This is an optimization exercise on Yosys and OpenROAD, whose aim is small area, a short achievable clock period and few clock cycles per item, not a production implementation.
Only simulation tests tie the RTL to the original design; equivalence was not proved.
Power is estimated from default activity; no workload was simulated.

==> flow/config.mk <==
export PLATFORM = sky130hd
export DESIGN_NAME = motor_speed_pid
export DESIGN_NICKNAME = motor_speed_pid
export VERILOG_FILES = /design/flow/design.v
export SDC_FILE = /design/flow/constraint.sdc
export NUM_CORES = 4
export LEC_CHECK = 0
export CAP_MARGIN = 20
export CORE_MARGIN = 2
export CORE_UTILIZATION = 40
export SLEW_MARGIN = 20
==> flow/constraint.sdc <==
create_clock -name core_clock -period 9.0 [get_ports {clk}]
set_input_delay 1.8000 -clock core_clock [delete_from_list [all_inputs] [get_ports {clk}]]
set_output_delay 1.8000 -clock core_clock [all_outputs]
set_load 0.01 [all_outputs]
==> flow/design.v <==
`timescale 1ns / 1ps
package msp_pkg;
  localparam int SPEED_BITS     = 16;
  localparam int GAIN_FRAC_BITS = 8;
  localparam int GAIN_W         = 16;
  localparam int DUTY_W         = 8;
  localparam int DUTY_MAX       = 255;
  localparam int ERR_W   = SPEED_BITS + 2;
  localparam int PROD_W  = GAIN_W + ERR_W;
  localparam int ACC_W   = PROD_W + 2;
  localparam int INTEG_W = DUTY_W + GAIN_FRAC_BITS;
  localparam logic [INTEG_W-1:0] SUM_MAX = INTEG_W'(DUTY_MAX * (1 << GAIN_FRAC_BITS));
  localparam int QUEUE_DEPTH = 2;
  localparam int QPTR_W      = $clog2(QUEUE_DEPTH);
  localparam int QCNT_W      = $clog2(QUEUE_DEPTH + 1);
  localparam int ADDR_W     = 4;
  localparam int CFG_DATA_W = 32;
  typedef enum logic [1:0] {
    REG_PROP  = 2'd0,
    REG_INTEG = 2'd1,
    REG_DERIV = 2'd2
  } reg_idx_t;
  typedef struct packed {
    logic                    restart;
    logic                    direction;
    logic signed [ERR_W-1:0] error;
    logic signed [ERR_W-1:0] dspeed;
  } msp_item_t;
  typedef struct packed {
    logic signed [GAIN_W-1:0] kp;
    logic signed [GAIN_W-1:0] ki;
    logic signed [GAIN_W-1:0] kd;
  } msp_gains_t;
endpackage
`timescale 1ns / 1ps
module msp_front (
  input  logic                            clk,
  input  logic                            rst_n,
  input  logic                            push,
  input  logic                            cfg_clear,
  input  logic signed [msp_pkg::SPEED_BITS-1:0] speed_command,
  input  logic [msp_pkg::SPEED_BITS-1:0]  measured_speed,
  input  logic                            restart,
  output msp_pkg::msp_item_t              item
);
  logic [msp_pkg::SPEED_BITS-1:0] prev_speed_r;
  logic [msp_pkg::SPEED_BITS-1:0] prev_speed_nxt;
  logic [msp_pkg::SPEED_BITS-1:0] mag;
  logic [msp_pkg::SPEED_BITS-1:0] setpoint;
  always_comb begin
    mag = speed_command[msp_pkg::SPEED_BITS-1] ? (~speed_command + 1'b1) : speed_command;
    setpoint = mag[msp_pkg::SPEED_BITS-1] ? {1'b0, {(msp_pkg::SPEED_BITS-1){1'b1}}} : mag;
  end
  always_comb begin
    item.restart   = restart;
    item.direction = ~speed_command[msp_pkg::SPEED_BITS-1];
    item.error     = $signed({2'b00, setpoint}) - $signed({2'b00, measured_speed});
    item.dspeed    = $signed({2'b00, measured_speed}) - $signed({2'b00, prev_speed_r});
  end
  always_comb begin
    prev_speed_nxt = prev_speed_r;
    if (cfg_clear) begin
      prev_speed_nxt = '0;
    end else if (push) begin
      prev_speed_nxt = restart ? '0 : measured_speed;
    end
  end
  always_ff @(posedge clk) begin
    if (!rst_n) begin
      prev_speed_r <= '0;
    end else begin
      prev_speed_r <= prev_speed_nxt;
    end
  end
endmodule
`timescale 1ns / 1ps
module msp_queue (
  input  logic               clk,
  input  logic               rst_n,
  input  logic               push,
  input  msp_pkg::msp_item_t push_item,
  input  logic               pop,
  output logic               full,
  output logic               not_empty,
  output msp_pkg::msp_item_t head
);
  localparam int ITEM_W = 2 + 2 * msp_pkg::ERR_W;
  logic [ITEM_W-1:0]   entry_r [msp_pkg::QUEUE_DEPTH];
  logic [msp_pkg::QPTR_W-1:0]   wr_ptr_r, wr_ptr_nxt;
  logic [msp_pkg::QPTR_W-1:0]   rd_ptr_r, rd_ptr_nxt;
  logic [msp_pkg::QCNT_W-1:0]   count_r, count_nxt;
  logic                do_push;
  logic                do_pop;
  assign full      = (count_r == msp_pkg::QCNT_W'(msp_pkg::QUEUE_DEPTH));
  assign not_empty = (count_r != '0);
  assign do_push   = push && !full;
  assign do_pop    = pop && not_empty;
  assign head      = entry_r[rd_ptr_r];
  always_comb begin
    wr_ptr_nxt = wr_ptr_r;
    rd_ptr_nxt = rd_ptr_r;
    count_nxt  = count_r;
    if (do_push) begin
      wr_ptr_nxt = (wr_ptr_r == msp_pkg::QPTR_W'(msp_pkg::QUEUE_DEPTH - 1)) ? '0 : wr_ptr_r + 1'b1;
    end
    if (do_pop) begin
      rd_ptr_nxt = (rd_ptr_r == msp_pkg::QPTR_W'(msp_pkg::QUEUE_DEPTH - 1)) ? '0 : rd_ptr_r + 1'b1;
    end
    if (do_push && !do_pop) begin
      count_nxt = count_r + 1'b1;
    end else if (do_pop && !do_push) begin
      count_nxt = count_r - 1'b1;
    end
  end
  always_ff @(posedge clk) begin
    if (!rst_n) begin
      wr_ptr_r <= '0;
      rd_ptr_r <= '0;
      count_r  <= '0;
    end else begin
      wr_ptr_r <= wr_ptr_nxt;
      rd_ptr_r <= rd_ptr_nxt;
      count_r  <= count_nxt;
    end
  end
  always_ff @(posedge clk) begin
    if (do_push) begin
      entry_r[wr_ptr_r] <= push_item;
    end
  end
endmodule
`timescale 1ns / 1ps
module msp_back (
  input  logic                          clk,
  input  logic                          rst_n,
  input  logic                          cfg_clear,
  input  msp_pkg::msp_gains_t           gains,
  input  logic                          q_valid,
  input  msp_pkg::msp_item_t            q_item,
  output logic                          q_pop,
  output logic                          out_valid,
  input  logic                          out_stall,
  output logic                          out_direction,
  output logic [msp_pkg::DUTY_W-1:0]    out_duty
);
  logic                     prod_valid_r, prod_valid_nxt;
  logic                     prod_restart_r;
  logic                     prod_dir_r;
  logic signed [msp_pkg::PROD_W-1:0] kp_err_r;
  logic signed [msp_pkg::PROD_W-1:0] ki_err_r;
  logic signed [msp_pkg::PROD_W-1:0] kd_d_r;
  logic [msp_pkg::INTEG_W-1:0]       integ_r, integ_nxt;
  logic                     out_valid_r, out_valid_nxt;
  logic                     out_dir_r;
  logic [msp_pkg::DUTY_W-1:0]        out_duty_r;
  logic [msp_pkg::DUTY_W-1:0]        duty_nxt;
  logic                     out_free;
  logic                     prod_free;
  logic                     prod_move;
  logic signed [msp_pkg::ACC_W-1:0]  sum_raw;
  logic signed [msp_pkg::ACC_W-1:0]  acc;
  logic [msp_pkg::ACC_W-1:0]         acc_int;
  assign out_free  = !out_valid_r || !out_stall;
  assign prod_free = !prod_valid_r || out_free;
  assign q_pop     = q_valid && prod_free;
  assign prod_move = prod_valid_r && out_free;
  assign out_valid     = out_valid_r;
  assign out_direction = out_dir_r;
  assign out_duty      = out_duty_r;
  always_comb begin
    prod_valid_nxt = prod_free ? q_valid : prod_valid_r;
    out_valid_nxt  = out_free ? prod_valid_r : out_valid_r;
  end
  always_ff @(posedge clk) begin
    if (q_pop) begin
      prod_restart_r <= q_item.restart;
      prod_dir_r     <= q_item.direction;
      kp_err_r       <= q_item.error * gains.kp;
      ki_err_r       <= q_item.error * gains.ki;
      kd_d_r         <= q_item.dspeed * gains.kd;
    end
  end
  always_comb begin
    sum_raw = $signed({{(msp_pkg::ACC_W - msp_pkg::INTEG_W){1'b0}}, integ_r}) + msp_pkg::ACC_W'(ki_err_r);
    if (sum_raw < 0) begin
      integ_nxt = '0;
    end else if (sum_raw > $signed({{(msp_pkg::ACC_W - msp_pkg::INTEG_W){1'b0}}, msp_pkg::SUM_MAX})) begin
      integ_nxt = msp_pkg::SUM_MAX;
    end else begin
      integ_nxt = sum_raw[msp_pkg::INTEG_W-1:0];
    end
    acc = msp_pkg::ACC_W'(kp_err_r) + $signed({{(msp_pkg::ACC_W - msp_pkg::INTEG_W){1'b0}}, integ_nxt})
          - msp_pkg::ACC_W'(kd_d_r);
    acc_int = acc >>> msp_pkg::GAIN_FRAC_BITS;
    if (acc[msp_pkg::ACC_W-1] || acc == '0) begin
      duty_nxt = '0;
    end else if (acc_int[msp_pkg::ACC_W-1:msp_pkg::DUTY_W] != '0) begin
      duty_nxt = msp_pkg::DUTY_W'(msp_pkg::DUTY_MAX);
    end else begin
      duty_nxt = acc_int[msp_pkg::DUTY_W-1:0];
    end
  end
  always_ff @(posedge clk) begin
    if (!rst_n) begin
      prod_valid_r <= 1'b0;
      out_valid_r  <= 1'b0;
      integ_r      <= '0;
    end else begin
      prod_valid_r <= prod_valid_nxt;
      out_valid_r  <= out_valid_nxt;
      if (cfg_clear) begin
        integ_r <= '0;
      end else if (prod_move) begin
        integ_r <= prod_restart_r ? '0 : integ_nxt;
      end
    end
  end
  always_ff @(posedge clk) begin
    if (prod_move) begin
      out_dir_r  <= prod_restart_r ? 1'b1 : prod_dir_r;
      out_duty_r <= prod_restart_r ? '0 : duty_nxt;
    end
  end
endmodule
`timescale 1ns / 1ps
module motor_speed_pid (
  input  logic                                  clk,
  input  logic                                  rst_n,
  input  logic                                  in_valid,
  output logic                                  in_stall,
  input  logic signed [msp_pkg::SPEED_BITS-1:0] in_speed_command,
  input  logic [msp_pkg::SPEED_BITS-1:0]        in_measured_speed,
  input  logic                                  in_restart,
  output logic                                  out_valid,
  input  logic                                  out_stall,
  output logic                                  out_direction,
  output logic [msp_pkg::DUTY_W-1:0]            out_duty,
  input  logic                                  psel,
  input  logic                                  penable,
  input  logic                                  pwrite,
  input  logic [msp_pkg::ADDR_W-1:0]            paddr,
  input  logic [msp_pkg::CFG_DATA_W-1:0]        pwdata,
  output logic [msp_pkg::CFG_DATA_W-1:0]        prdata,
  output logic                                  pready
);
  msp_pkg::msp_gains_t gains_r, gains_nxt;
  logic       cfg_wr;
  logic       cfg_clear;
  msp_pkg::reg_idx_t   cfg_idx;
  logic       in_push;
  logic       q_full;
  logic       q_not_empty;
  logic       q_pop;
  msp_pkg::msp_item_t  front_item;
  msp_pkg::msp_item_t  q_head;
  assign pready  = 1'b1;
  assign cfg_wr  = psel && penable && pwrite;
  assign cfg_idx = msp_pkg::reg_idx_t'(paddr[3:2]);
  always_comb begin
    gains_nxt = gains_r;
    cfg_clear = 1'b0;
    if (cfg_wr) begin
      case (cfg_idx)
        msp_pkg::REG_PROP: begin
          gains_nxt.kp = pwdata[msp_pkg::GAIN_W-1:0];
          cfg_clear    = 1'b1;
        end
        msp_pkg::REG_INTEG: begin
          gains_nxt.ki = pwdata[msp_pkg::GAIN_W-1:0];
          cfg_clear    = 1'b1;
        end
        msp_pkg::REG_DERIV: begin
          gains_nxt.kd = pwdata[msp_pkg::GAIN_W-1:0];
          cfg_clear    = 1'b1;
        end
        default: begin
          cfg_clear = 1'b0;
        end
      endcase
    end
  end
  always_ff @(posedge clk) begin
    if (!rst_n) begin
      gains_r <= '0;
    end else begin
      gains_r <= gains_nxt;
    end
  end
  always_comb begin
    case (cfg_idx)
      msp_pkg::REG_PROP:  prdata = {{(msp_pkg::CFG_DATA_W - msp_pkg::GAIN_W){gains_r.kp[msp_pkg::GAIN_W-1]}}, gains_r.kp};
      msp_pkg::REG_INTEG: prdata = {{(msp_pkg::CFG_DATA_W - msp_pkg::GAIN_W){gains_r.ki[msp_pkg::GAIN_W-1]}}, gains_r.ki};
      msp_pkg::REG_DERIV: prdata = {{(msp_pkg::CFG_DATA_W - msp_pkg::GAIN_W){gains_r.kd[msp_pkg::GAIN_W-1]}}, gains_r.kd};
      default:   prdata = '0;
    endcase
  end
  assign in_stall = q_full;
  assign in_push  = in_valid && !q_full;
  msp_front u_front (
    .clk            (clk),
    .rst_n          (rst_n),
    .push           (in_push),
    .cfg_clear      (cfg_clear),
    .speed_command  (in_speed_command),
    .measured_speed (in_measured_speed),
    .restart        (in_restart),
    .item           (front_item)
  );
  msp_queue u_queue (
    .clk       (clk),
    .rst_n     (rst_n),
    .push      (in_push),
    .push_item (front_item),
    .pop       (q_pop),
    .full      (q_full),
    .not_empty (q_not_empty),
    .head      (q_head)
  );
  msp_back u_back (
    .clk           (clk),
    .rst_n         (rst_n),
    .cfg_clear     (cfg_clear),
    .gains         (gains_r),
    .q_valid       (q_not_empty),
    .q_item        (q_head),
    .q_pop         (q_pop),
    .out_valid     (out_valid),
    .out_stall     (out_stall),
    .out_direction (out_direction),
    .out_duty      (out_duty)
  );
endmodule
==> flow/run.sh <==
#!/bin/bash
# synth_recipe.tcl (not shown) runs the flow's synth.tcl, then flattens the netlist and writes it again
# the make line also repeats each setting of config.mk as NAME=value (left out here)
make -C /OpenROAD-flow-scripts/flow DESIGN_CONFIG=/design/flow/config.mk WORK_HOME=/design/flow/orfs CLKGATE_MAP_FILE= SYNTH_SCRIPT=/design/flow/synth_recipe.tcl finish
==> metrics.md <==
| Metric | Value |
|---|---|
| Number of post-CTS setup repair buffers | 0 |
| Number of nets with antenna violations after detailed routing | 0 |
| Total detailed-routing wirelength | 123 mm |
| Power consumption | 0.00818 W |
| HPWL after DPL | 102 mm |
| FF+latch count, synth | 272 |
| Share of the clock period used by the worst path after layout | 88.8% |
| Maximum root-to-sink buffer count | 3 |
| Number of unique standard cell types used by synthesis | 84 |
| Number of antenna violations at the first check in global routing | 3 |
| Most frequent cells after synthesis | sky130_fd_sc_hd__inv_1, sky130_fd_sc_hd__fa_1, sky130_fd_sc_hd__nand2_1 |
| Comb pwr share | 57.6% |
| Clock Sinks | 272 |
| Floorplan die height | 347 um |
| Type of origin of the critical path | flip-flop |
| Post-synthesis net count | 6350 |
| Origin of the worst min-delay path | u_back.integ_r[14] |
| Worst clock skew | 37.5 ps |
| # fillers | 11300 |
| Post-Syn Area | 47100 um^2 |
| Accumulated negative setup slack | 0 ps |
| Initial standard-cell utilization of the core | 40.4% |
| Final Hold Fails | 0 |
| Die width | 347 um |
| Routability congestion estimate from global placement | 0.864 |
| Hold Path Stages | 2 |
| Net total in the final layout | 6308 |
| Wire length of the first global-routing pass | 199 mm |
| Clock slew seen by the registers of the worst setup and hold paths | 60 ps |
| Final number of max-transition violations | 0 |
| Ratio of total power to cell area | 162 nW/um^2 |
| Via count | 33900 |
| Proportion of power drawn by the clock network | 17.1% |
| CTS Root Buffer Type | sky130_fd_sc_hd__clkbuf_16 |
| Type of element capturing the critical path | flip-flop |
| Number of top-level pins | 120 |
| TritonCTS Buffers | 34 |
| Leakage Power | 21.4 nW |
| Growth of design area from synthesis to finish | 7.55% |
| H-tree Lvls | 2 |
| Post-layout min period | 7990 ps |
| Maximum VDD drop | 0.000227 V |
| Main synth FF type | sky130_fd_sc_hd__edfxtp_1 |
| Most area-consuming cells after synthesis | sky130_fd_sc_hd__fa_1, sky130_fd_sc_hd__edfxtp_1, sky130_fd_sc_hd__ha_1 |
| Tightest Pin Transition | 1140 ps |
| Min-Delay Endpoint | u_back.integ_r[14] |
| Setup CP Type | reg -> reg |
| Share of layout cells above drive strength 1 | 3.79% |
| Psw | 0.00391 W |
| Most instantiated library cell after synthesis | sky130_fd_sc_hd__inv_1 |
| Number of search-and-repair iterations in the first detailed-routing pass | 6 |
| End of the worst register-to-register path | u_back.out_duty_r[0] |
| Final setup slack of the worst path | 1010 ps |
| Setup slack of the worst register-to-register path | 1010 ps |
| Area fraction of the dominant cell type after synthesis | 36.7% |
| Data required time of the worst path | 9270 ps |
| Placement row count | 125 |
| Clock tree from TritonCTS | done |
| EDFF count, synth | 185 |
| # port buffers | 100 |
| Per-cell via count in the routed design | 5.16 |
| Slew headroom | 23.8% |
| Cells after Synth | 5054 |
| Wirelength per Cell | 18.7 um |
| Signal arrival time at the worst endpoint | 8260 ps |
| Full die area | 120000 um^2 |
| Skew-Pair Late Insertion Delay | 580 ps |
| Cell taking the most area after synthesis | sky130_fd_sc_hd__fa_1 |
| Number of global-route vias before repair | 35800 |
| Logic depth of the worst register-to-register path | 23 |
| Run status | finished clean |
| Launching point of the worst reg2reg path | u_back.ki_err_r[1] |
| Setup violators final | 0 |
| Combined global-route utilization of all metal layers | 21.0% |
| Synth Warn # | 4 |
| First DRT Iteration DRCs | 1879 |
| Maximum fanout encountered on the critical timing path | 17 |
| Average size of a mapped cell | 9.31 um^2 |
| Pre-CTS setup slack | 1000 ps |
| Max capacitance violation total | 0 |
| Share of synthesized area occupied by flip-flops and latches | 15.5% |
| Switching portion of total power | 47.8% |
| Number of buffers inserted by hold repair at cts | 0 |
| Post-synth ARST share | 0% |
| Final global-route overflow total | 0 |
| Smallest hold slack | 471 ps |
| Core footprint | 117000 um^2 |
| RSZ-0062 raised after global routing | false |
| Post-CTS Resized | 0 |
| DRC violation count after routing | 0 |
| Sequential group share of total power | 25.3% |
| Pin count of the biggest net entering global routing | 60 |
| Pint | 0.00427 W |
| Hold/Removal Path Class | reg -> reg |
| Maximum achievable frequency | 0.125 GHz |
## cells in the final DEF (no fill, tap or decap), types with 25 or more instances in the layout
cell type                            n
sky130_fd_sc_hd__mux2i_1            28
sky130_fd_sc_hd__mux2_2             38
sky130_fd_sc_hd__xor2_1             56
sky130_fd_sc_hd__o21ai_0           110
sky130_fd_sc_hd__o21a_1             37
sky130_fd_sc_hd__clkbuf_16          34
sky130_fd_sc_hd__inv_1            1033
sky130_fd_sc_hd__fa_1              862
sky130_fd_sc_hd__a21oi_1           139
sky130_fd_sc_hd__nor2b_1            30
sky130_fd_sc_hd__dfxtp_1            85
sky130_fd_sc_hd__and2_1            323
sky130_fd_sc_hd__edfxtp_1          185
sky130_fd_sc_hd__a21boi_0           59
sky130_fd_sc_hd__nand2_1           718
sky130_fd_sc_hd__nand3_1            41
sky130_fd_sc_hd__buf_4              53
sky130_fd_sc_hd__nor2_1            141
sky130_fd_sc_hd__xnor2_1           108
sky130_fd_sc_hd__clkdlybuf4s50_1    99
sky130_fd_sc_hd__a21o_1             47
sky130_fd_sc_hd__a31oi_1            29
sky130_fd_sc_hd__nor3_1             63
sky130_fd_sc_hd__ha_1              358
sky130_fd_sc_hd__or3_1              25
## area by class of cell
| type | count | area, um^2 | share of cell area (%) |
|---|---|---|---|
| Clock inverter | 21 | 221 | 0.438 |
| Clock buffer | 41 | 877 | 1.73 |
| Sequential cell | 272 | 7300 | 14.4 |
| Tap cell | 1524 | 1910 | 3.77 |
| Timing Repair Buffer | 156 | 1450 | 2.86 |
| Multi-Input combinational cell | 3514 | 35000 | 69.1 |
| Inverter | 1034 | 3880 | 7.67 |
| Antenna cell | 2 | 5.00 | 0.00989 |
## through the flow
| step | std cells | instance area, um^2 | utilization [%] |
|---|---|---|---|
| 2_1_floorplan | 5054 | 47100 | - |
| 5_1_grt | 6562 | 50600 | 43.4 |
| 6_report | 6564 | 50600 | 43.4 |
| 3_3_place_gp | 6498 | 49500 | 42.4 |
| 3_5_place_dp | 6500 | 49500 | 42.5 |
| 4_1_cts | 6562 | 50600 | 43.4 |
## critical path: stages, from the launching register on
cell and delay, ps:
sky130_fd_sc_hd__edfxtp_1 400, sky130_fd_sc_hd__ha_1 310, sky130_fd_sc_hd__a211oi_2 210, sky130_fd_sc_hd__o21bai_1 210
sky130_fd_sc_hd__a2111oi_4 520, sky130_fd_sc_hd__nor2_1 150, sky130_fd_sc_hd__xnor2_2 260, sky130_fd_sc_hd__a41oi_1 190
sky130_fd_sc_hd__and4_1 260, sky130_fd_sc_hd__or4_1 750, sky130_fd_sc_hd__or2_1 540, sky130_fd_sc_hd__nor2_1 290
sky130_fd_sc_hd__fa_1 460, sky130_fd_sc_hd__ha_1 330, sky130_fd_sc_hd__a2111oi_1 470, sky130_fd_sc_hd__a211oi_1 210
sky130_fd_sc_hd__o41a_1 450, sky130_fd_sc_hd__a2111o_1 490, sky130_fd_sc_hd__a31oi_1 270, sky130_fd_sc_hd__nor3_1 90
sky130_fd_sc_hd__a41o_1 210, sky130_fd_sc_hd__nor3_1 280, sky130_fd_sc_hd__buf_4 240, sky130_fd_sc_hd__a31oi_1 110
## layer usage
metal	track usage, %	share of wire (%)
met1	28.7	45
met2	35.2	47
met3	2.87	6.0
met4	5.45	2.5
met5	0	0.0057
## sequential cells by signal, summed over array words and instances (netlist names), 2 cells and up, named ones only
signal / flops
gains_r: 48
u_back.integ_r: 16
u_back.kd_d_r: 34
u_back.ki_err_r: 34
u_back.kp_err_r: 34
u_back.out_duty_r: 8
u_front.prev_speed_r: 16
u_queue.count_r: 2
u_queue.entry_r: 72
## worst max-delay path by stage
stage | end | from | slack [ps]
final | u_back.out_duty_r[0] | u_back.ki_err_r[1] | 1010
after CTS | u_back.kp_err_r[33] | flip-flop | 960
after global routing | u_back.kp_err_r[33] | flip-flop | 440
after floorplan | u_back.kd_d_r[33] | flip-flop | 1470
after global placement | u_back.kp_err_r[33] | flip-flop | 1030
after detailed placement | u_back.kp_err_r[33] | flip-flop | 1000
## cells by family after synthesis
family	count (synthesis)	share of synthesized area, %
AO/OA/AOI/OAI	617	8.90
XOR/XNOR	165	3.09
adder cells (fa/ha/maj)	1220	46.2
buffers and inverters	1268	10.3
flip-flops	272	15.5
multiplexers	66	1.50
other	1	0.00797
AND/OR/NAND/NOR	1445	14.5
## power groups by stage
| stage | Clock, W | Sequential [W] | Combinational (W) |
|---|---|---|---|
| 2_1_floorplan | 0 | 0.00194 | 0.00336 |
| 3_3_place_gp | 0 | 0.00209 | 0.00464 |
| 3_5_place_dp | 0 | 0.00210 | 0.00467 |
| 4_1_cts | 0.00143 | 0.00207 | 0.00471 |
| 5_1_grt | 0.00147 | 0.00210 | 0.00525 |
| 6_report | 0.00140 | 0.00207 | 0.00472 |
Testbench counts, summed over its fixed seeds: cycles 16,024, items 16,000.

==> re-timing with driven ports <==
How much do the figures lean on ideal ports? The routed layout below was timed once more, with nothing changed but the port constraints.
Step 1, drivers: a clkbuf_16 drives clk and a buf_2 each remaining input, both assumed.
Step 2 adds t to the input delays and takes it off the output delays; t is the mean of the earliest and latest rising clock arrival at the registers after step 1. Input paths then give back, and output paths get back, about the clock's delay inside the block.
Slacks: no drivers / after step 1 / after step 2; pairs: no drivers / after step 1.
shift t [ns]: 0.639
setup WS [ns]: 1.007 / 1.007 / 1.007
worst register clock-pin slew, ns: 0.07 / 0.07
After both steps setup and hold are still met in this run. The setup slack of this run moves by 0.000 ns with the drivers and by 0.000 ns with both steps.
